This is an optimization exercise on Yosys and OpenROAD, whose aim is small area and a short achievable clock period, not a production implementation.
Only simulation tests tie the RTL to the original design; equivalence was not proved.
No activity file was given, so power comes from the tool's default toggle rates.

Setup of the previous run:
Design id_stage, start of the top module:
module id_stage
(
   input  logic              clk,
   input  logic              reset,
   input  logic [DATA_W-1:0] add_pc_4_in,
   input  logic [DATA_W-1:0] instruction_in,
   input  logic              wb_reg_write,
   input  logic [REG_AW-1:0] wb_rd,
   input  logic [DATA_W-1:0] wb_data,
   input  logic              ex_mem_read,
   input  logic [REG_AW-1:0] ex_rd,
   output logic [DATA_W-1:0] add_out,
   output logic              mux_pcsrc_out,
   output logic              pc_write_en,
   output logic              id_valid,
   output logic [OP_W-1:0]   id_opcode,
   output logic [REG_AW-1:0] id_rs1,
   output logic [REG_AW-1:0] id_rs2,
   output logic [REG_AW-1:0] id_rd,
   output logic [DATA_W-1:0] id_pc_4,
   output logic [DATA_W-1:0] id_rs1_data,
   output logic [DATA_W-1:0] id_rs2_data,
   output logic [DATA_W-1:0] id_imm
);
==> flow/config.mk <==
export PLATFORM = sky130hd
export DESIGN_NAME = id_stage
export DESIGN_NICKNAME = id_stage
export VERILOG_FILES = /design/flow/design.v
export SDC_FILE = /design/flow/constraint.sdc
export NUM_CORES = 4
export LEC_CHECK = 0
export CAP_MARGIN = 20
export CORE_MARGIN = 2
export CORE_UTILIZATION = 45
export CTS_BUF_LIST = sky130_fd_sc_hd__clkbuf_8
export CTS_CLUSTER_DIAMETER = 50
export CTS_CLUSTER_SIZE = 14
export SETUP_SLACK_MARGIN = 2.6
export SLEW_MARGIN = 20
export SYNTH_HIERARCHICAL = 1
==> flow/constraint.sdc <==
create_clock -name core_clock -period 5.8 [get_ports {clk}]
set_input_delay 1.1600 -clock core_clock [delete_from_list [all_inputs] [get_ports {clk}]]
set_output_delay 1.1600 -clock core_clock [all_outputs]
set_load 0.01 [all_outputs]
standard.sh (not shown) runs the stock make flow with config.mk's settings and CLKGATE_MAP_FILE= SYNTH_SCRIPT=/design/flow/synth_recipe.tcl, a recipe that flattens the netlist after the stock synthesis.
==> flow/flow/run.sh <==
#!/bin/bash
# The standard layout (the standard.sh: unchanged synthesis and steps),
# with two changes passed to ORFS as make variables:
#  - the port buffers that global placement inserts start as the smallest
#    plain buffer instead of the tool's default pick (clkdlybuf4s50_1);
#    timing repair still resizes the critical ones;
#  - clock tree synthesis without dummy loads (the clock tree's buffer list
#    and clustering are the same as in config.mk).
set -euo pipefail
bash standard.sh \
  BUFFER_PORTS_ARGS="-buffer_cell sky130_fd_sc_hd__buf_1" \
  CTS_ARGS="-sink_clustering_enable -repair_clock_nets -buf_list sky130_fd_sc_hd__clkbuf_8 -sink_clustering_size 14 -sink_clustering_max_diameter 50 -dont_use_dummy_load" \
  finish > standard_finish.log 2>&1
The inputs of the current run differ from those of the previous run as listed below.
diff --git a/flow/design.v b/flow/design.v
--- a/flow/design.v
+++ b/flow/design.v
@@ -184,40 +184,33 @@
 );
    always_comb begin
       for (int i = 1; i < NUM_REGS; i++) begin
          wen[i] = we && (waddr == i[REG_AW-1:0]);
       end
    end
 endmodule
 module rf_rdec
 (
    input  logic [REG_AW-1:0]   raddr,
-   input  logic [NUM_REGS-1:1] live,      
-   output logic [NUM_REGS-1:1] sel_lo,    
-   output logic [NUM_REGS-1:1] sel_hi     
+   input  logic [NUM_REGS-1:1] live,    
+   output logic [NUM_REGS-1:1] sel
 );
    logic [3:0] lo;    
    logic [7:0] hi;    
    rf_dec2 u_lo (.a(raddr[1:0]), .y(lo));
    rf_dec3 u_hi (.a(raddr[4:2]), .y(hi));
-   for (genvar i = 1; i < NUM_REGS; i++) begin : g_sel
-      rf_and3 u_sel_lo (.a(live[i]), .b(lo[i % 4]), .c(hi[i / 4]), .y(sel_lo[i]));
-      rf_and3 u_sel_hi (.a(live[i]), .b(lo[i % 4]), .c(hi[i / 4]), .y(sel_hi[i]));
+   always_comb begin
+      for (int i = 1; i < NUM_REGS; i++) begin
+         sel[i] = live[i] && lo[i % 4] && hi[i / 4];
+      end
    end
 endmodule
-module rf_and3
-(
-   input  logic a, b, c,
-   output logic y
-);
-   assign y = a && b && c;
-endmodule
 module rf_dec2
 (
    input  logic [1:0] a,
    output logic [3:0] y
 );
    always_comb begin
       for (int k = 0; k < 4; k++) y[k] = (a == k[1:0]);
    end
 endmodule
 module rf_dec3
@@ -279,36 +272,54 @@
       case (op)
          OP_BEQZ:      cond = !nz;
          OP_BNEZ:      cond = nz;
          OP_J, OP_JAL: cond = 1'b1;
          default:      cond = 1'b0;
       endcase
    endfunction
    assign opcode = instr_q[31:26];
    assign rs1    = instr_q[25:21];
    assign rs2    = instr_q[20:16];
+   logic stall_o, taken_o;
+   id_hazard u_hazard_out (
+      .reset        (reset),
+      .valid        (valid_q),
+      .br           (br_q),
+      .haz1         (haz1_q),
+      .haz2         (haz2_q),
+      .rs1          (rs1),
+      .rs2          (rs2),
+      .ex_mem_read  (ex_mem_read),
+      .ex_rd        (ex_rd),
+      .wb_reg_write (wb_reg_write),
+      .wb_rd        (wb_rd),
+      .stall        (stall_o),
+      .taken        (taken_o),
+      .pc_write_en  (pc_write_en),
+      .id_valid     (id_valid)
+   );
    id_hazard u_hazard (
       .reset        (reset),
       .valid        (valid_q),
       .br           (br_q),
       .haz1         (haz1_q),
       .haz2         (haz2_q),
       .rs1          (rs1),
       .rs2          (rs2),
       .ex_mem_read  (ex_mem_read),
       .ex_rd        (ex_rd),
       .wb_reg_write (wb_reg_write),
       .wb_rd        (wb_rd),
       .stall        (stall),
       .taken        (taken),
-      .pc_write_en  (pc_write_en),
-      .id_valid     (id_valid)
+      .pc_write_en  (),
+      .id_valid     ()
    );
    assign in_opcode = instruction_in[31:26];
    assign in_rs1    = instruction_in[25:21];
    assign in_rs2    = instruction_in[20:16];
    assign in_cls    = dlx_pkg::classify(in_opcode);
    assign in_jfmt   = (in_cls == CLS_J);
    assign in_haz1   = (in_cls != CLS_J) && (in_rs1 != '0);
    assign in_haz2   = (in_cls == CLS_R) && (in_rs2 != '0);
    id_target u_target (
       .pc4    (add_pc_4_in),
@@ -328,22 +339,24 @@
    assign fwd_in1 = wb_en && (wb_rd == in_rs1);
    assign fwd_in2 = wb_en && (wb_rd == in_rs2);
    assign fwd_q1  = wb_en && (wb_rd == rs1);
    assign fwd_q2  = wb_en && (wb_rd == rs2);
    rf_wdec u_wdec (
       .we    (wb_reg_write),
       .waddr (wb_rd),
       .wen   (wen)
    );
    assign live = nz_q;
-   rf_rdec u_rdec1 (.raddr(in_rs1), .live(live), .sel_lo(sel1), .sel_hi(sel1_hi));
-   rf_rdec u_rdec2 (.raddr(in_rs2), .live(live), .sel_lo(sel2), .sel_hi(sel2_hi));
+   rf_rdec u_rdec1    (.raddr(in_rs1), .live(live), .sel(sel1));
+   rf_rdec u_rdec1_hi (.raddr(in_rs1), .live(live), .sel(sel1_hi));
+   rf_rdec u_rdec2    (.raddr(in_rs2), .live(live), .sel(sel2));
+   rf_rdec u_rdec2_hi (.raddr(in_rs2), .live(live), .sel(sel2_hi));
    logic [(NUM_REGS-1)*DATA_W-1:0] regs_d;
    for (genvar r = 1; r < NUM_REGS; r++) begin : g_hold
       rf_hold u_hold (
          .we    (wen[r]),
          .we_n  (!wen[r]),
          .wdata (wb_data),
          .q     (regs_q[(r-1)*DATA_W +: DATA_W]),
          .d     (regs_d[(r-1)*DATA_W +: DATA_W])
       );
    end
@@ -427,21 +440,21 @@
       end else begin
          valid_q    <= 1'b1;
          haz1_q     <= in_haz1;
          haz2_q     <= in_haz2;
          br_q       <= cond(in_opcode, in_nz1);
          jfmt_q     <= in_jfmt;
          rd_q       <= in_rd;
       end
    end
    assign add_out       = target_q;
-   assign mux_pcsrc_out = taken;
+   assign mux_pcsrc_out = taken_o;
    assign id_opcode     = opcode;
    assign id_rs1        = rs1;
    assign id_rs2        = rs2;
    assign id_rd         = rd_q;
    assign id_pc_4       = pc4_q;
    assign id_rs1_data   = rs1_data_q;
    assign id_rs2_data   = rs2_data_q;
    assign id_imm        = jfmt_q ? dlx_pkg::sext26(instr_q[25:0])
                                  : dlx_pkg::sext16(instr_q[15:0]);
 endmodule
[summary]
The final layout from the current run, which completed every stage, passed the timing, DRC and antenna checks at the end of the flow.
The current run vs. the previous run: number of logic stages on the critical path including buffering decreased by 2 relative to the old numbers; post-route worst setup slack -50 ps; number of global-route vias before repair rose by 1.3%; switching power summed over all nets climbed about 0.7%; global-route wire length before repair saw a decrease.
The stage delay of the slowest cell on the critical path of the current run exceeds that of the previous run by 80 ps.
Of the previous run and the current run, the run reporting the higher worst hold slack was the previous run.
Compared with the previous run, the current run shows a higher design area.
Looking at largest net degree at the start of global routing, the current run sits 4.4% higher than the previous run does.
Diff the previous run -> the current run: wire length on met3 now smaller, synthesized cell count increased by about 1.1% relative to the old numbers, setup slack after placement stayed essentially flat.

* * *

id_stage, a different RTL version from the one above (not shown whole).
Size in the first run: ~290 I/O pins.
clock: 5.8 ns
lec_check: 0
cap_margin: 20
core_margin: 2
core_utilization: 45
cts_buf_list: sky130_fd_sc_hd__clkbuf_8
cts_cluster_diameter: 50
cts_cluster_size: 14
setup_slack_margin: 2.6
slew_margin: 20
synth_hierarchical: 1
Scripts as last shown in full above: flow/flow/run.sh
Then changed:
--- a/flow/design.v
+++ b/flow/design.v
@@ -275,30 +275,12 @@
          default:      cond = 1'b0;
       endcase
    endfunction
    assign opcode = instr_q[31:26];
    assign rs1    = instr_q[25:21];
    assign rs2    = instr_q[20:16];
-   logic stall_o, taken_o;
-   id_hazard u_hazard_out (
-      .reset        (reset),
-      .valid        (valid_q),
-      .br           (br_q),
-      .haz1         (haz1_q),
-      .haz2         (haz2_q),
-      .rs1          (rs1),
-      .rs2          (rs2),
-      .ex_mem_read  (ex_mem_read),
-      .ex_rd        (ex_rd),
-      .wb_reg_write (wb_reg_write),
-      .wb_rd        (wb_rd),
-      .stall        (stall_o),
-      .taken        (taken_o),
-      .pc_write_en  (pc_write_en),
-      .id_valid     (id_valid)
-   );
    id_hazard u_hazard (
       .reset        (reset),
       .valid        (valid_q),
       .br           (br_q),
       .haz1         (haz1_q),
       .haz2         (haz2_q),
@@ -307,14 +289,14 @@
       .ex_mem_read  (ex_mem_read),
       .ex_rd        (ex_rd),
       .wb_reg_write (wb_reg_write),
       .wb_rd        (wb_rd),
       .stall        (stall),
       .taken        (taken),
-      .pc_write_en  (),
-      .id_valid     ()
+      .pc_write_en  (pc_write_en),
+      .id_valid     (id_valid)
    );
    assign in_opcode = instruction_in[31:26];
    assign in_rs1    = instruction_in[25:21];
    assign in_rs2    = instruction_in[20:16];
    assign in_cls    = dlx_pkg::classify(in_opcode);
    assign in_jfmt   = (in_cls == CLS_J);
@@ -441,13 +423,13 @@
          br_q       <= cond(in_opcode, in_nz1);
          jfmt_q     <= in_jfmt;
          rd_q       <= in_rd;
       end
    end
    assign add_out       = target_q;
-   assign mux_pcsrc_out = taken_o;
+   assign mux_pcsrc_out = taken;
    assign id_opcode     = opcode;
    assign id_rs1        = rs1;
    assign id_rs2        = rs2;
    assign id_rd         = rd_q;
    assign id_pc_4       = pc4_q;
    assign id_rs1_data   = rs1_data_q;
Worst setup slack is about the same.
Via count hardly moves.
Design area barely changes.
Sequential power barely changes.
Non-clock buffer count rose by 33.
Synthesized cell count shrinks slightly.
Power is about the same.
Cell count is unchanged.
Count of clock-buffer cells in the layout does not change.
Die area fell slightly.
Area after synthesis shrinks slightly.
Register-to-register slack improves by 0.03 ns.

re-timing with driven ports:
How much do the figures lean on ideal ports? The routed layouts below were timed once more, with nothing changed but the port constraints.
Step 1 (the two cells are an assumption about what drives the block):
set clk [get_ports {clk}]
set_driving_cell -lib_cell sky130_fd_sc_hd__clkbuf_16 $clk
set_driving_cell -lib_cell sky130_fd_sc_hd__buf_2 [delete_from_list [all_inputs] $clk]
Step 2 also shifts input and output timing later by t, the mid clock arrival at the registers, as if the neighbouring blocks saw the same clock.
Three values: ideal ports, drivers, drivers and shift; two values: the first two.
run | t (ns) | setup slack, ns | worst hold slack (ns)
the previous run | 0.903 | 2.473 / 2.443 / 1.619 | 0.450 / 0.450 / 0.450
the current run | 0.900 | 2.423 / 2.416 / 1.570 | 0.445 / 0.445 / 0.445
the first run of note 2 | 0.895 | 2.535 / 2.535 / 1.674 | 0.450 / 0.450 / 0.450
the second run of note 2 | 0.866 | 2.533 / 2.498 / 1.711 | 0.452 / 0.452 / 0.452
After both steps every run listed still meets setup and hold. The setup slack of the first run of note 2, which loses most, moves by 0.000 ns with the drivers and by -0.861 ns with both steps.
